This design comes from an exercise in tuning for small area on the open sky130 flow, not from production work. Only simulation tests tie the RTL to the original design; equivalence was not proved. Power and IR drop assume default switching activity.

### run.sh
#!/bin/bash
# synth_recipe.tcl (not shown) runs the flow's synth.tcl, then flattens the netlist and writes it again
# the make line also repeats each setting of config.mk as NAME=value (left out here)
make -C /OpenROAD-flow-scripts/flow DESIGN_CONFIG=/design/flow/config.mk WORK_HOME=/design/flow/orfs CLKGATE_MAP_FILE= SYNTH_SCRIPT=/design/flow/synth_recipe.tcl finish
### design.v
`default_nettype none
package isa_pkg;
    typedef logic [32-1:0]  inst_t;
    typedef logic [5:0]              opcode_t;
    typedef logic [5:0]              funct_t;
    typedef logic [5-1:0] shamt_t;
    localparam opcode_t OP_SPECIAL = 6'b000000;
    localparam opcode_t OP_ADDI    = 6'b001000;
    localparam opcode_t OP_ADDIU   = 6'b001001;
    localparam opcode_t OP_SLTI    = 6'b001010;
    localparam opcode_t OP_SLTIU   = 6'b001011;
    localparam opcode_t OP_ANDI    = 6'b001100;
    localparam opcode_t OP_ORI     = 6'b001101;
    localparam opcode_t OP_XORI    = 6'b001110;
    localparam opcode_t OP_LUI     = 6'b001111;
    localparam funct_t FN_SLL  = 6'b000000;
    localparam funct_t FN_SRL  = 6'b000010;
    localparam funct_t FN_SRA  = 6'b000011;
    localparam funct_t FN_SLLV = 6'b000100;
    localparam funct_t FN_SRLV = 6'b000110;
    localparam funct_t FN_SRAV = 6'b000111;
    localparam funct_t FN_ADD  = 6'b100000;
    localparam funct_t FN_ADDU = 6'b100001;
    localparam funct_t FN_SUB  = 6'b100010;
    localparam funct_t FN_SUBU = 6'b100011;
    localparam funct_t FN_AND  = 6'b100100;
    localparam funct_t FN_OR   = 6'b100101;
    localparam funct_t FN_XOR  = 6'b100110;
    localparam funct_t FN_NOR  = 6'b100111;
    localparam funct_t FN_SLT  = 6'b101010;
    localparam funct_t FN_SLTU = 6'b101011;
endpackage
`default_nettype wire
`default_nettype none
package pipe_pkg;
    typedef logic [32-1:0]     word_t;
    typedef logic [5-1:0] reg_addr_t;
    typedef logic [7:0]                 aluop_t;
    typedef logic [2:0]                 alusel_t;
    localparam aluop_t ALU_NOP   = 8'b00000000;
    localparam aluop_t ALU_SRL   = 8'b00000010;
    localparam aluop_t ALU_SRA   = 8'b00000011;
    localparam aluop_t ALU_ADD   = 8'b00100000;
    localparam aluop_t ALU_ADDU  = 8'b00100001;
    localparam aluop_t ALU_SUB   = 8'b00100010;
    localparam aluop_t ALU_SUBU  = 8'b00100011;
    localparam aluop_t ALU_AND   = 8'b00100100;
    localparam aluop_t ALU_OR    = 8'b00100101;
    localparam aluop_t ALU_XOR   = 8'b00100110;
    localparam aluop_t ALU_NOR   = 8'b00100111;
    localparam aluop_t ALU_SLT   = 8'b00101010;
    localparam aluop_t ALU_SLTU  = 8'b00101011;
    localparam aluop_t ALU_ADDI  = 8'b01010101;
    localparam aluop_t ALU_ADDIU = 8'b01010110;
    localparam aluop_t ALU_SLL   = 8'b01111100;
    localparam alusel_t RES_NOP   = 3'b000;
    localparam alusel_t RES_LOGIC = 3'b001;
    localparam alusel_t RES_SHIFT = 3'b010;
    localparam alusel_t RES_ARITH = 3'b100;
endpackage
`default_nettype wire
`timescale 1ns/1ps
`default_nettype none
module inst_decoder (
    input  isa_pkg::inst_t             inst,
    output logic              src1_read,
    output logic              src2_read,
    output pipe_pkg::reg_addr_t         src1_addr,
    output pipe_pkg::reg_addr_t         src2_addr,
    output pipe_pkg::word_t             imm,
    output pipe_pkg::aluop_t            aluop,
    output pipe_pkg::alusel_t           alusel,
    output pipe_pkg::reg_addr_t         dest_addr,
    output logic              wreg,
    output logic              illegal
);
    isa_pkg::opcode_t                opcode;
    pipe_pkg::reg_addr_t              rs;
    pipe_pkg::reg_addr_t              rt;
    pipe_pkg::reg_addr_t              rd;
    isa_pkg::shamt_t                 shamt;
    isa_pkg::funct_t                 funct;
    logic [16-1:0]  imm16;
    logic  fmt_reg;
    logic  fmt_shift;
    logic  fmt_imm;
    pipe_pkg::word_t imm_val;
    assign opcode = inst[31:26];
    assign rs     = inst[25:21];
    assign rt     = inst[20:16];
    assign rd     = inst[15:11];
    assign shamt  = inst[10:6];
    assign funct  = inst[5:0];
    assign imm16  = inst[16-1:0];
    always_comb begin
        aluop     = pipe_pkg::ALU_NOP;
        alusel    = pipe_pkg::RES_NOP;
        fmt_reg   = 1'b0;
        fmt_shift = 1'b0;
        fmt_imm   = 1'b0;
        imm_val   = '0;
        if (opcode == isa_pkg::OP_SPECIAL && shamt == '0) begin
            fmt_reg = 1'b1;
            alusel  = pipe_pkg::RES_ARITH;
            case (funct)
                isa_pkg::FN_AND:  aluop = pipe_pkg::ALU_AND;
                isa_pkg::FN_OR:   aluop = pipe_pkg::ALU_OR;
                isa_pkg::FN_XOR:  aluop = pipe_pkg::ALU_XOR;
                isa_pkg::FN_NOR:  aluop = pipe_pkg::ALU_NOR;
                isa_pkg::FN_SLLV: aluop = pipe_pkg::ALU_SLL;
                isa_pkg::FN_SRLV: aluop = pipe_pkg::ALU_SRL;
                isa_pkg::FN_SRAV: aluop = pipe_pkg::ALU_SRA;
                isa_pkg::FN_SLT:  aluop = pipe_pkg::ALU_SLT;
                isa_pkg::FN_SLTU: aluop = pipe_pkg::ALU_SLTU;
                isa_pkg::FN_ADD:  aluop = pipe_pkg::ALU_ADD;
                isa_pkg::FN_ADDU: aluop = pipe_pkg::ALU_ADDU;
                isa_pkg::FN_SUB:  aluop = pipe_pkg::ALU_SUB;
                isa_pkg::FN_SUBU: aluop = pipe_pkg::ALU_SUBU;
                default: begin
                    fmt_reg = 1'b0;
                    alusel  = pipe_pkg::RES_NOP;
                end
            endcase
            case (funct)
                isa_pkg::FN_AND, isa_pkg::FN_OR, isa_pkg::FN_XOR, isa_pkg::FN_NOR: alusel = pipe_pkg::RES_LOGIC;
                isa_pkg::FN_SLLV, isa_pkg::FN_SRLV, isa_pkg::FN_SRAV:     alusel = pipe_pkg::RES_SHIFT;
                default: ;
            endcase
        end
        if (inst[31:21] == '0) begin
            case (funct)
                isa_pkg::FN_SLL: aluop = pipe_pkg::ALU_SLL;
                isa_pkg::FN_SRL: aluop = pipe_pkg::ALU_SRL;
                isa_pkg::FN_SRA: aluop = pipe_pkg::ALU_SRA;
                default: ;
            endcase
            if (funct == isa_pkg::FN_SLL || funct == isa_pkg::FN_SRL || funct == isa_pkg::FN_SRA) begin
                fmt_shift = 1'b1;
                alusel    = pipe_pkg::RES_SHIFT;
                imm_val   = {{(32-5){1'b0}}, shamt};
            end
        end
        case (opcode)
            isa_pkg::OP_ANDI, isa_pkg::OP_ORI, isa_pkg::OP_XORI: begin
                fmt_imm = 1'b1;
                alusel  = pipe_pkg::RES_LOGIC;
                imm_val = {{(32-16){1'b0}}, imm16};
                if (opcode == isa_pkg::OP_ANDI) begin
                    aluop = pipe_pkg::ALU_AND;
                end else if (opcode == isa_pkg::OP_ORI) begin
                    aluop = pipe_pkg::ALU_OR;
                end else begin
                    aluop = pipe_pkg::ALU_XOR;
                end
            end
            isa_pkg::OP_LUI: begin
                fmt_imm = 1'b1;
                aluop   = pipe_pkg::ALU_OR;
                alusel  = pipe_pkg::RES_LOGIC;
                imm_val = {imm16, {(32-16){1'b0}}};
            end
            isa_pkg::OP_SLTI, isa_pkg::OP_SLTIU, isa_pkg::OP_ADDI, isa_pkg::OP_ADDIU: begin
                fmt_imm = 1'b1;
                alusel  = pipe_pkg::RES_ARITH;
                imm_val = {{(32-16){imm16[16-1]}}, imm16};
                case (opcode)
                    isa_pkg::OP_SLTI:  aluop = pipe_pkg::ALU_SLT;
                    isa_pkg::OP_SLTIU: aluop = pipe_pkg::ALU_SLTU;
                    isa_pkg::OP_ADDI:  aluop = pipe_pkg::ALU_ADDI;
                    default:  aluop = pipe_pkg::ALU_ADDIU;
                endcase
            end
            default: ;
        endcase
    end
    assign illegal = !(fmt_reg || fmt_shift || fmt_imm);
    assign wreg    = !illegal;
    assign dest_addr = fmt_imm ? rt : rd;
    assign src1_read = fmt_reg || fmt_imm;
    assign src2_read = fmt_reg || fmt_shift;
    assign src1_addr = rs;
    assign src2_addr = rt;
    assign imm       = imm_val;
endmodule
`default_nettype wire
`timescale 1ns/1ps
`default_nettype none
module reg_file (
    input  logic       clk,
    input  logic       rst_n,
    input  pipe_pkg::reg_addr_t  raddr1,
    input  pipe_pkg::reg_addr_t  raddr2,
    input  logic       we,
    input  pipe_pkg::reg_addr_t  waddr,
    input  pipe_pkg::word_t      wdata,
    output pipe_pkg::word_t      rdata1,
    output pipe_pkg::word_t      rdata2
);
    pipe_pkg::word_t regs [32];
    always_ff @(posedge clk or negedge rst_n) begin
        if (!rst_n) begin
            for (int i = 0; i < 32; i++) begin
                regs[i] <= '0;
            end
        end else if (we && waddr != '0) begin
            regs[waddr] <= wdata;
        end
    end
    assign rdata1 = regs[raddr1];
    assign rdata2 = regs[raddr2];
endmodule
`default_nettype wire
`timescale 1ns/1ps
`default_nettype none
module operand_select (
    input  logic      src1_read,
    input  logic      src2_read,
    input  pipe_pkg::reg_addr_t src1_addr,
    input  pipe_pkg::reg_addr_t src2_addr,
    input  pipe_pkg::word_t     imm,
    input  logic      ex_wreg,
    input  pipe_pkg::reg_addr_t ex_dest_addr,
    input  pipe_pkg::word_t     ex_dest_data,
    input  logic      mem_wreg,
    input  pipe_pkg::reg_addr_t mem_dest_addr,
    input  pipe_pkg::word_t     mem_dest_data,
    input  pipe_pkg::word_t     rdata1,
    input  pipe_pkg::word_t     rdata2,
    output pipe_pkg::word_t     src1,
    output pipe_pkg::word_t     src2
);
    function automatic pipe_pkg::word_t pick_operand(
        input logic      rd,
        input pipe_pkg::reg_addr_t addr,
        input pipe_pkg::word_t     rf_data,
        input pipe_pkg::word_t     imm,
        input logic      ex_wreg,
        input pipe_pkg::reg_addr_t ex_addr,
        input pipe_pkg::word_t     ex_data,
        input logic      mem_wreg,
        input pipe_pkg::reg_addr_t mem_addr,
        input pipe_pkg::word_t     mem_data
    );
        if (!rd) begin
            pick_operand = imm;
        end else if (ex_wreg && ex_addr == addr) begin
            pick_operand = ex_data;
        end else if (mem_wreg && mem_addr == addr) begin
            pick_operand = mem_data;
        end else begin
            pick_operand = rf_data;
        end
    endfunction
    assign src1 = pick_operand(src1_read, src1_addr, rdata1, imm,
                               ex_wreg, ex_dest_addr, ex_dest_data,
                               mem_wreg, mem_dest_addr, mem_dest_data);
    assign src2 = pick_operand(src2_read, src2_addr, rdata2, imm,
                               ex_wreg, ex_dest_addr, ex_dest_data,
                               mem_wreg, mem_dest_addr, mem_dest_data);
endmodule
`default_nettype wire
`timescale 1ns/1ps
`default_nettype none
module decode_stage (
    input  logic      clk,
    input  logic      rst_n,
    input  logic      inst_valid,
    input  isa_pkg::inst_t     inst,
    input  logic      wb_we,
    input  pipe_pkg::reg_addr_t wb_addr,
    input  pipe_pkg::word_t     wb_data,
    input  logic      fwd_ex_wreg,
    input  pipe_pkg::reg_addr_t fwd_ex_dest_addr,
    input  pipe_pkg::word_t     fwd_ex_dest_data,
    input  logic      fwd_mem_wreg,
    input  pipe_pkg::reg_addr_t fwd_mem_dest_addr,
    input  pipe_pkg::word_t     fwd_mem_dest_data,
    output logic      ex_valid,
    output logic      ex_illegal,
    output pipe_pkg::aluop_t    ex_aluop,
    output pipe_pkg::alusel_t   ex_alusel,
    output pipe_pkg::word_t     ex_src1,
    output pipe_pkg::word_t     ex_src2,
    output pipe_pkg::reg_addr_t ex_dest_addr,
    output logic      ex_wreg
);
    logic      ops_src1_read;
    logic      ops_src2_read;
    pipe_pkg::reg_addr_t ops_src1_addr;
    pipe_pkg::reg_addr_t ops_src2_addr;
    pipe_pkg::word_t     ops_imm;
    pipe_pkg::aluop_t    dec_aluop;
    pipe_pkg::alusel_t   dec_alusel;
    pipe_pkg::reg_addr_t dec_dest_addr;
    logic      dec_wreg;
    logic      dec_illegal;
    pipe_pkg::word_t     rf_rdata1;
    pipe_pkg::word_t     rf_rdata2;
    pipe_pkg::word_t     sel_src1;
    pipe_pkg::word_t     sel_src2;
    inst_decoder inst_decoder_i (
        .inst      (inst),
        .src1_read (ops_src1_read),
        .src2_read (ops_src2_read),
        .src1_addr (ops_src1_addr),
        .src2_addr (ops_src2_addr),
        .imm       (ops_imm),
        .aluop     (dec_aluop),
        .alusel    (dec_alusel),
        .dest_addr (dec_dest_addr),
        .wreg      (dec_wreg),
        .illegal   (dec_illegal)
    );
    reg_file reg_file_i (
        .clk    (clk),
        .rst_n  (rst_n),
        .raddr1 (ops_src1_addr),
        .raddr2 (ops_src2_addr),
        .we     (wb_we),
        .waddr  (wb_addr),
        .wdata  (wb_data),
        .rdata1 (rf_rdata1),
        .rdata2 (rf_rdata2)
    );
    operand_select operand_select_i (
        .src1_read     (ops_src1_read),
        .src2_read     (ops_src2_read),
        .src1_addr     (ops_src1_addr),
        .src2_addr     (ops_src2_addr),
        .imm           (ops_imm),
        .ex_wreg       (fwd_ex_wreg),
        .ex_dest_addr  (fwd_ex_dest_addr),
        .ex_dest_data  (fwd_ex_dest_data),
        .mem_wreg      (fwd_mem_wreg),
        .mem_dest_addr (fwd_mem_dest_addr),
        .mem_dest_data (fwd_mem_dest_data),
        .rdata1 (rf_rdata1),
        .rdata2 (rf_rdata2),
        .src1   (sel_src1),
        .src2   (sel_src2)
    );
    always_ff @(posedge clk or negedge rst_n) begin
        if (!rst_n) begin
            ex_valid     <= 1'b0;
            ex_illegal   <= 1'b0;
            ex_aluop     <= pipe_pkg::ALU_NOP;
            ex_alusel    <= pipe_pkg::RES_NOP;
            ex_src1      <= '0;
            ex_src2      <= '0;
            ex_dest_addr <= '0;
            ex_wreg      <= 1'b0;
        end else begin
            ex_valid <= inst_valid;
            if (inst_valid) begin
                ex_illegal   <= dec_illegal;
                ex_aluop     <= dec_aluop;
                ex_alusel    <= dec_alusel;
                ex_src1      <= sel_src1;
                ex_src2      <= sel_src2;
                ex_dest_addr <= dec_dest_addr;
                ex_wreg      <= dec_wreg;
            end
        end
    end
endmodule
`default_nettype wire
### config.mk
export PLATFORM = sky130hd
export DESIGN_NAME = decode_stage
export DESIGN_NICKNAME = decode_stage
export VERILOG_FILES = /design/flow/design.v
export SDC_FILE = /design/flow/constraint.sdc
export NUM_CORES = 4
export LEC_CHECK = 0
export CAP_MARGIN = 20
export CORE_MARGIN = 2
export CORE_UTILIZATION = 40
export SLEW_MARGIN = 20
### constraint.sdc
create_clock -name core_clock -period 5.0 [get_ports {clk}]
set_input_delay 1.0000 -clock core_clock [delete_from_list [all_inputs] [get_ports {clk}]]
set_output_delay 1.0000 -clock core_clock [all_outputs]
set_load 0.01 [all_outputs]
==> results.ini <==
[run_status]
status=finished clean

[timing]
slew_viol_final=0
tightestPinTransition_ns=1.31
finalCritPeriodShare_pct=82.0
maxSlewHeadroom_pct=12.2
period_needed_ns=4.10
setup_ws_ns=0.902
setup_tns_ns=0
finalHoldWorstSlack_ns=0.210
final-setup-viol-count=0
finalHoldViolations=0
fin_skew_ns=0.0280
fmax_mhz=244
rsz0062_at_grt=no

[clocking]
clk_pin_slew_ns=0.06
cts_root_buffer=clkbuf_16
clk_latency_ns=0.82
cts.path.max_buffers=3
cts_tree=yes
hold_buffers=0
cts_sinks=1105
cts_resized=0
cts_post_setup_buffers_inserted=0
cts_max_level=3
numCtsBuffers=121

[die]
rows=137
chipWidth_um=378
die_h_um=378
pin_count=232
start_util_pct=40.3
core_area_um2=139000
die_area_um2=143000

[route]
dr.pass1.iters=10
drt-initial-drc-count=10422
num_vias=52283
drcViolationCount=0
ant_nets=0
vias_per_cell=7.37
wire_per_inst_um=45.0
routed_wl_um=319000

[placement]
place_inst=6865
gp_congestion=1.04
placedInstanceArea_um2=62400
dp_slack_ns=0.458
port_buffers=230
dp_hpwl_um=210000

[synthesis]
synth_area_um2=56000
ys_seq_area_share_pct=49.4
synth_top_cell_area_share_pct=49.4
synth_area_leader_cell=dfrtp_1
async_flop_share_pct=100
synth_cell_types=80
ys_warn_count=5
synthFlopType=dfrtp_1
synth_seq_cells=1105
synth_area_per_cell_um2=11.4
ys_top_cells_by_area=dfrtp_1 (49%), mux2_2 (20%), a22oi_1 (9.9%)
synth_edf_count=0
synthCells=4932
syn_nets=5081

[setup_path]
critical_path.slowest_cell=nand2_1
crit_chain=buf_2, nand2_1, buf_4, nor2_4, buf_4, a22oi_1, nand4_1, o21ai_0, a31oi_1
r2r-end=ex_src2[27]
cpMostUsedCell=buf_4
cpPeakStageDelay_ns=0.64
cp-end-kind=flop
crit_arrival_ns=4.80
rr_worst_depth=8
cp-start-kind=primary input
r2r_start=reg_file_i.regs[1][27]
required_ns=5.70
path_max_fanout=15
r2r_slack_ns=2.23
critical_path_class=in -> reg

[grt]
grt_max_degree=128
gr-total-overflow=0
grt_pass1_wl_um=430000
grt_pass1_vias=49497
grtUsageTotal_pct=43.7
antenna_found_initial=24

[job]
cap_violations=0

[final_layout]
layout_common_cells=dfrtp_1 (1105), mux2_2 (998), a22oi_1 (739), buf_4 (287), nand2_1 (217)
final_common_cell=dfrtp_1
fin_cells=7097
finalNetCount=5262
num-fill-cells=12694
fin_util_pct=47.9
drive_gt1_share_pct=32.3
final_area_um2=66600
area_delta_synth_final_pct=19.0

[worst_hold_path]
hold_class=in -> async

[power_and_ir_drop]
peakVddDrop_mv=0.310
power_mw=26.0
leakagePower_nw=28.3
power.density_nw_per_um2=389

-- registers in the layout (all words and copies together) (netlist names) --
| name | cells |
|---|---|
| ex_aluop | 6 |
| ex_wreg | 1 |
| ex_src2 | 32 |
| reg_file_i.regs | 1024 |
| ex_alusel | 3 |
| ex_src1 | 32 |
| ex_illegal | 1 |
| ex_dest_addr | 5 |
| ex_valid | 1 |
-- critical path, delay by kind of cell --
family                 cells  cell delay [ns]
and+or+nand+nor            3             1.36
buffers and inverters      3             1.46
AOI/OAI and AO/OA          3             0.92
-- per-layer routing --
metal / GRT usage [%] / part of all wire [%]
met4: 26.6 / 7.8
met1: 55.9 / 37
met5: 1.61 / 0.17
met2: 59.2 / 39
met3: 20.3 / 16
-- worst max-delay path by stage --
stage                  endpoint     start  slack (ns)
detailed placement  ex_src1[29]  inst[21]        0.46
floorplan            ex_src1[0]  inst[23]        2.14
finish              ex_src2[29]  inst[20]        0.90
CTS                 ex_src1[29]  inst[21]        1.26
global placement     ex_src2[2]  inst[19]        0.33
global route        ex_src1[29]  inst[21]        0.92
-- synth_stat cells (all sizes together), types with 10 or more instances --
cell / number
buf: 201
mux2i: 14
dfrtp: 1105
and4: 12
nand3: 82
inv: 18
a31oi: 30
mux2: 998
xnor2: 12
nand2: 228
nand3b: 10
a221oi: 69
nor2b: 19
nor3: 106
o22ai: 12
a32oi: 16
nor2: 186
a22oi: 739
and3: 36
o21ai: 95
a222oi: 25
a22o: 88
clkbuf: 316
or3: 19
a21oi: 103
a211oi: 27
nand2b: 18
o221ai: 16
nor4: 44
o211ai: 23
a2111oi: 13
nand4: 125
-- final cells by class --
class | instances | area (µm²) | share of cell area [%]
multi-input combinational | 3291 | 26800 | 40.2
sequential | 1105 | 27700 | 41.5
clock buffer | 179 | 3560 | 5.34
antenna | 7 | 17.5 | 0.0263
tap | 1876 | 2350 | 3.52
timing repair buffer | 575 | 5530 | 8.30
inverter | 19 | 71.3 | 0.107
clock inverter | 45 | 649 | 0.974
-- kinds of logic after synthesis --
kind of cell | share of synthesized area [%]
AO/OA/AOI/OAI | 17.6
flip-flops | 49.4
multiplexers | 20.3
AND/OR/NAND/NOR | 8.43
buffers and inverters | 3.96
XOR/XNOR | 0.328
other | 0.00669
-- report_power, final --
| group | leakage, nW | internal [mW] | switching [mW] |
|---|---|---|---|
| clock network | 2.05 | 5.54 | 4.08 |
| registers | 14.2 | 10.6 | 1.90 |
| logic | 12.0 | 1.83 | 2.04 |
| total | 28.3 | 17.9 | 8.02 |

afterwards: timing with drivers on the ports:
How much do the figures lean on ideal ports? The routed layout below was timed once more, with nothing changed but the port constraints.
Step 1, drivers: a clkbuf_16 drives clk and a buf_2 each remaining input, both assumed.
Step 2 moves the port delays by t, midway between the first and last clock arrival at a register: inputs arrive t later, outputs are due t later. That takes back most of the time a late clock gives input paths.
Slacks: ideal ports / drivers / drivers and shift; pairs: ideal ports / drivers.
shift t [ns]: 0.875
setup slack, ns: 0.902 / 0.944 / 0.068
worst setup path at the end: input to register
worst register clock-pin slew, ns: 0.07 / 0.07
After both steps setup and hold are still met in this run. For this run, drivers alone change the setup slack by +0.042 ns; drivers and shift together by -0.834 ns.
